Source: an optimization exercise on an open RTL-to-GDS flow (aim: small area, a short achievable clock period and few clock cycles). Production flows keep margins and buffers that such runs may drop.
Only simulation tests tie the RTL to the original design; equivalence was not proved.
Power is estimated from default activity; no workload was simulated.

==> design.v <==
`default_nettype none
package lbp_pkg;
    localparam int C_LINE_DEPTH = 128 + 3;
    localparam int C_UP_BITS = 3;
    localparam int C_QDEPTH = 4;
endpackage
`default_nettype wire
`default_nettype none
module lbp_line_buffer #(
    parameter int DEPTH = 130,
    parameter int DW    = 8
) (
    input  logic                  clk,
    input  logic                  shift_en,
    input  logic [DW-1:0]         din,
    output logic [DEPTH*DW-1:0]   taps
);
    logic [DEPTH*DW-1:0] r_line;
    always_ff @(posedge clk) begin
        if (shift_en) r_line <= {r_line[(DEPTH-1)*DW-1:0], din};
    end
    assign taps = r_line;
endmodule
`default_nettype wire
`default_nettype none
module lbp_stream #(
    parameter int IMG_W = 128,
    parameter int IMG_H = 128,
    parameter int DW    = 8,
    parameter int AW    = $clog2(IMG_W*IMG_H)
) (
    input  logic          clk,
    input  logic          reset,
    input  logic          gray_ready,
    input  logic [DW-1:0] thr,
    output logic          gray_req,
    output logic [AW-1:0] gray_addr,
    input  logic [DW-1:0] gray_data,
    output logic          lbp_valid,
    input  logic          lbp_ready,
    output logic [AW-1:0] lbp_addr,
    output logic [7:0]    lbp_data,
    output logic          finish
);
    localparam int CW    = $clog2(IMG_W);
    localparam int RW    = $clog2(IMG_H);
    localparam int LD    = IMG_W + 2;             
    localparam int UB    = lbp_pkg::C_UP_BITS;
    localparam int QD    = lbp_pkg::C_QDEPTH;
    localparam int NW    = $clog2(QD + 1);
    localparam logic [AW-1:0] C_FIRST_CENTRE = AW'(IMG_W + 1);
    localparam logic [AW-1:0] C_LAST_CENTRE  = AW'((IMG_H-2)*IMG_W + IMG_W - 2);
    logic             r_started;
    logic             r_req;
    logic [AW:0]      r_gcnt;        
    logic             r_infl;        
    logic             r_v0;          
    logic [AW-1:0]    r_pcnt;        
    logic [DW-1:0]    r_thr;
    logic [NW-1:0]    r_qn;          
    logic             r_lbp_valid;
    logic [AW-1:0]    r_lbp_addr;
    logic             r_finish;
    logic [DW-1:0]        r_pix0;    
    logic [LD*DW-1:0]     w_line;    
    logic [IMG_W*UB-1:0]  w_upl;     
    logic [QD-1:0][7:0]   r_q;       
    logic [DW-1:0]    w_l [0:LD];
    logic [UB-1:0]    w_up_new;
    logic [UB-1:0]    w_up_old;
    logic [DW:0]      w_ref_c;       
    logic [DW:0]      w_ref_u;       
    logic [7:0]       w_code;
    logic             w_push;
    logic             w_pop;
    logic [NW-1:0]    w_qn_nxt;
    logic [AW:0]      w_gcnt_nxt;
    logic [NW+1:0]    w_pending;
    assign w_l[0] = r_pix0;
    for (genvar k = 1; k <= LD; k++) begin : g_tap
        assign w_l[k] = w_line[(k-1)*DW +: DW];
    end
    lbp_line_buffer #(
        .DEPTH (LD),
        .DW    (DW)
    ) u_pix_line (
        .clk      (clk),
        .shift_en (r_v0),
        .din      (r_pix0),
        .taps     (w_line)
    );
    lbp_line_buffer #(
        .DEPTH (IMG_W),
        .DW    (UB)
    ) u_up_line (
        .clk      (clk),
        .shift_en (r_v0),
        .din      (w_up_new),
        .taps     (w_upl)
    );
    always_ff @(posedge clk) begin
        r_pix0 <= gray_data;
    end
    assign w_ref_u = {1'b0, w_l[1]} + {1'b0, r_thr};
    assign w_up_new[0] = ({1'b0, w_l[IMG_W+2]} >= w_ref_u);
    assign w_up_new[1] = ({1'b0, w_l[IMG_W+1]} >= w_ref_u);
    assign w_up_new[2] = ({1'b0, w_l[IMG_W  ]} >= w_ref_u);
    assign w_up_old = w_upl[(IMG_W-1)*UB +: UB];
    assign w_ref_c  = {1'b0, w_l[IMG_W+1]} + {1'b0, r_thr};
    assign w_code[2:0] = w_up_old;
    assign w_code[3] = ({1'b0, w_l[IMG_W+2]} >= w_ref_c);
    assign w_code[4] = ({1'b0, w_l[IMG_W  ]} >= w_ref_c);
    assign w_code[5] = ({1'b0, w_l[2]} >= w_ref_c);
    assign w_code[6] = ({1'b0, w_l[1]} >= w_ref_c);
    assign w_code[7] = ({1'b0, w_l[0]} >= w_ref_c);
    assign w_push = r_v0 && (r_pcnt[AW-1:CW] >= RW'(2)) && (r_pcnt[CW-1:0] >= CW'(2));
    assign w_pop  = r_lbp_valid && lbp_ready;
    assign w_qn_nxt   = r_qn - NW'(w_pop) + NW'(w_push);
    assign w_gcnt_nxt = r_gcnt + (AW+1)'(r_req);
    assign w_pending  = (NW+2)'(w_qn_nxt) + (NW+2)'(r_infl) + (NW+2)'(r_req);
    always_ff @(posedge clk or posedge reset) begin
        if (reset) begin
            r_started <= 1'b0;
            r_req     <= 1'b0;
            r_gcnt    <= '0;
            r_infl    <= 1'b0;
            r_v0      <= 1'b0;
            r_pcnt    <= '0;
        end else begin
            if (gray_ready) r_started <= 1'b1;
            r_req  <= (r_started || gray_ready) && !w_gcnt_nxt[AW] &&
                      (w_pending < (NW+2)'(QD));
            r_gcnt <= w_gcnt_nxt;
            r_infl <= r_req;
            r_v0   <= r_infl;
            if (r_v0) r_pcnt <= r_pcnt + AW'(1);
        end
    end
    always_ff @(posedge clk) begin
        if (!r_started && gray_ready) r_thr <= thr;
    end
    always_ff @(posedge clk) begin
        for (int i = 0; i < QD; i++) begin
            if (w_pop) begin
                if (w_push && (r_qn == NW'(i+1)))
                    r_q[i] <= w_code;
                else if (i < QD-1)
                    r_q[i] <= r_q[(i < QD-1) ? i+1 : i];
            end else if (w_push && (r_qn == NW'(i))) begin
                r_q[i] <= w_code;
            end
        end
    end
    always_ff @(posedge clk or posedge reset) begin
        if (reset) begin
            r_qn        <= '0;
            r_lbp_valid <= 1'b0;
            r_lbp_addr  <= C_FIRST_CENTRE;
            r_finish    <= 1'b0;
        end else begin
            r_qn        <= w_qn_nxt;
            r_lbp_valid <= (w_qn_nxt != '0);
            if (w_pop) begin
                if (r_lbp_addr[CW-1:0] == CW'(IMG_W-2))
                    r_lbp_addr <= r_lbp_addr + AW'(3);
                else
                    r_lbp_addr <= r_lbp_addr + AW'(1);
                if (r_lbp_addr == C_LAST_CENTRE) r_finish <= 1'b1;
            end
        end
    end
    assign gray_req  = r_req;
    assign gray_addr = r_gcnt[AW-1:0];
    assign lbp_valid = r_lbp_valid;
    assign lbp_addr  = r_lbp_addr;
    assign lbp_data  = r_q[0];
    assign finish    = r_finish;
endmodule
`default_nettype wire
==> run.sh <==
#!/bin/bash
# synth_recipe.tcl (not shown) runs the flow's synth.tcl, then flattens the netlist and writes it again
# the make line also repeats each setting of config.mk as NAME=value (left out here)
make -C /OpenROAD-flow-scripts/flow DESIGN_CONFIG=/design/flow/config.mk WORK_HOME=/design/flow/orfs CLKGATE_MAP_FILE= SYNTH_SCRIPT=/design/flow/synth_recipe.tcl finish
==> config.mk <==
export PLATFORM = sky130hd
export DESIGN_NAME = lbp_stream
export DESIGN_NICKNAME = lbp_stream
export VERILOG_FILES = /design/flow/design.v
export SDC_FILE = /design/flow/constraint.sdc
export NUM_CORES = 4
export LEC_CHECK = 0
export CAP_MARGIN = 20
export CORE_MARGIN = 2
export CORE_UTILIZATION = 40
export SLEW_MARGIN = 20
==> constraint.sdc <==
create_clock -name core_clock -period 5.7 [get_ports {clk}]
set_input_delay 1.1400 -clock core_clock [delete_from_list [all_inputs] [get_ports {clk}]]
set_output_delay 1.1400 -clock core_clock [all_outputs]
set_load 0.01 [all_outputs]
==> run notes <==
* Outcome: finished clean
* Main combinational cell family by area after synthesis: adder cells
* Clock sink count at 1524
* Syn nets at 2178
* Post-synthesis mux area share at 0%
* Post-CTS Setup Inserts at 0
* Most frequent cells in the layout: edfxtp_1 (1448), clkbuf_16 (150), ha_1 (79), nand2_1 (76), clkdlybuf4s50_1 (58)
* EDFF count, synth at 1448
* Min-Delay Path Class: register to register
* Synth top area share at 88.6%
* Core area at 122000 um2
* Hold Fails Final Rpt at 0
* DR WL/cell at 16.8 um
* Crit path buffers/inverters at 0
* Distinct cells, synth at 60
* Total GRT Usage at 10.7%
* Area share of fa/ha/maj cells after synthesis at 2.28%
* Design Power at 28.9 mW
* Number of global-route vias before repair at 18400
* CTS buffer count at 145
* CTS Hold Bufs at 0
* Die Span X at 354 um
* Clock root buffer master: clkbuf_16
* Seq/Total Area, Yosys at 92.2%
* Largest net degree at the start of global routing at 200
* Routability cong. at 0.787
* CP Cell Sequence: ha_1, a21o_1, a21oi_1, xor2_1, ha_1, nand3_1, a21oi_1, a2111o_1, maj3_2, a21oi_2, o21ai_0
* Commonest non-fill, non-tap cell in the layout: edfxtp_1
* Ys Warns at 4
* Worst IR drop on VDD at 0.601 mV
* PwrDens at 511 nW/um2
* Crit-path max FO at 5
* I/O Pins at 59
* DRC at 0
* CTS max path bufs at 3
* Fin crit period at 3590 ps
* WS Path Type: register to register
* Die area at 126000 um2
* Max Cap Viol at 0
* Max-slew violations at 0
* Crit path max-delay family: compound AO/OA/AOI/OAI gates
* Setup tns final at 0 ps
* Share of the clock period used by the worst path at 63.0%
* Fraction of registers with async set/reset at 3.41%
* CTS HTree Levels at 4
* Clk latency of the worst-skew pair at 740 ps
* Slew headroom at 29.8%
* Area added between synthesis and finish at 15.2%
* Synth Area in Simple Gates at 1.98%
* Vias per cell at 4.65
* Setup WS post-layout at 2110 ps
* Max frequency at 278 MHz
* Synth Area in XOR/XNOR at 0.928%
* Worst-Margin Slew at 1050 ps
* Initial antenna violation count at 4
* Chip height at 354 um
* Mapped Avg Cell Area at 23.7 um2
* Row cnt at 128
* Via count at 18600
* CP Capture Type: register
* WL final at 67200 um
* Post-synth top area cell: edfxtp_1
* Final setup viols at 0
* GRT overflow at 0
* Core Util, Final at 46.5%
* Critical path launch point type: register
* Critical path's slowest cell: xor2_1
* Synth Instances at 2074
* Prevailing post-synth register cell: edfxtp_1
* 1st-iter DRT viols at 1872
* Post-synthesis register bit count at 1524
* Worst clock skew at 28.1 ps
* Worst path required time at 6160 ps
* Mapped Area at 49100 um2
* Leakage Power at 16.4 nW
* Compound-gate portion of the synthesized area at 1.98%
* Clock slew at reported path FFs at 60 ps
* Post_cts resized at 0
* Post-Place Setup Slack at 1730 ps
* Nets@finish at 2362
* RSZ-0062 raised after global routing: false
* DR pass1 iterations at 5
* Antenna cells at 0
* Post-route ant nets at 0
* CTS tree: yes
* Starting Density at 40.3%
* WP data arrival at 4050 ps
* Share of layout cells above drive strength 1 at 10.9%
* Slowest cell delay on critical path at 510 ps
* Synth top area cells: edfxtp_1 (89%), dfrtp_1 (2.5%), ha_1 (2.1%), dfxtp_1 (0.98%), xnor2_1 (0.61%)
* Placed wire-length estimate at 33300 um
* PortBufs at 58
* First-pass GRT wire length at 106000 um
==> stage by stage <==
stage	hold slack, ps	std cells	instance area, um2
after floorplan	354	2074	49200
after global placement	390	3736	51700
after detailed placement	386	3736	51700
after CTS	394	3996	56600
after global routing	397	3996	56600
final	392	3996	56600
==> path summary, 6_finish.rpt <==
| path | slack (ps) | depth (start not counted) | from | endpoint |
|---|---|---|---|---|
| setup / recovery | 2110 | 11 | r_thr[1]$_DFFE_PP_ | r_q[6]$_DFFE_PP_ |
| hold / removal | 390 | 0 | r_infl$_DFF_PP0_ | r_v0$_DFF_PP0_ |
| setup reg to reg | 2110 | 11 | r_thr[1]$_DFFE_PP_ | r_q[6]$_DFFE_PP_ |
| hold reg to reg | 390 | 0 | r_infl$_DFF_PP0_ | r_v0$_DFF_PP0_ |
| max in group asynchronous | 4250 | 3 | reset | r_v0$_DFF_PP0_ |
| min in group asynchronous | 900 | 3 | reset | r_lbp_addr[5]$_DFFE_PP0P_ |
==> state kept, by name, indices dropped and copies added, names as in the netlist, 3 cells and up <==
name               flops
u_pix_line.r_line   1040
r_lbp_addr            14
r_qn                   3
r_thr                  8
r_q                   32
r_pcnt                14
r_gcnt                15
r_pix0                 8
u_up_line.r_line     384
==> cell type report <==
type	instances	area (um2)
Tap cell	1625	2030
Fill cell	9905	65200
Inverter	22	82.6
Clock buffer	181	3910
Multi-Input combinational cell	491	3580
Clock inverter	79	907
Timing Repair Buffer	74	779
Sequential cell	1524	45300
==> cell families (layout without fill, tap and decap cells) <==
kind of cell	count (synthesis)	count (layout)
AOI/OAI and AO/OA	146	146
buffers and inverters	59	356
adders and majority gates	88	88
and+or+nand+nor	205	205
DFF	1524	1524
xor gates and xnor gates	52	52
==> layer usage <==
layer  wire length (um)  vias to the layer above  part of all wire, %  global-route usage [%]
li1                   -                     8551                    -                       -
met1              34800                     9525                   52                    16.8
met2              27700                      362                   41                    14.1
met3               2900                      156                  4.3                    2.56
met4               1850                        0                  2.7                    4.40
met5                  0                        -                    0                       0
==> power breakdown <==
group          total (mW)  switching (mW)  internal, mW
sequential           16.6           0.883          15.8
combinational        2.75            2.16         0.590
clock                9.52            4.01          5.51
total                28.9            7.05          21.9
==> synthesized netlist by cell type (7+ instances only) <==
cell type and number:
a21o_1 9, a21oi_1 41, and3_1 16, buf_4 23
clkbuf_1 8, dfrtp_1 50, dfxtp_1 24, edfxtp_1 1448
ha_1 81, inv_1 22, nand2_1 76, nand2b_1 12
nand3_1 17, nand4_1 12, nor2_1 44, o21ai_0 24
o21ai_1 9, o22ai_1 7, xnor2_1 34, xor2_1 18
Testbench counts, summed over its fixed seeds: cycles 262,224.

## static timing again, ports no longer ideal
No port has a modelled driver above. Below, the same layout with a new extraction and two added sets of constraints.
Step 1 sets driving cells, clkbuf_16 on the clock port and buf_2 on the other inputs (assumed; they add their load-dependent delay and slew).
Step 2 adds t to the input delays and takes it off the output delays; t is the mean of the earliest and latest rising clock arrival at the registers after step 1. Input paths then give back, and output paths get back, about the clock's delay inside the block.
Three values: ideal ports, drivers, drivers and shift; two values: the first two.
shift t [ns]: 0.796
setup WS [ns]: 2.109 / 2.109 / 1.696
worst hold slack (ns): 0.392 / 0.392 / 0.392
worst setup path after step 2: input to register
worst data-port slew with drivers (ns): 0.06
After both steps this run still meets setup and hold. The setup slack of this run moves by 0.000 ns with the drivers and by -0.413 ns with both steps.
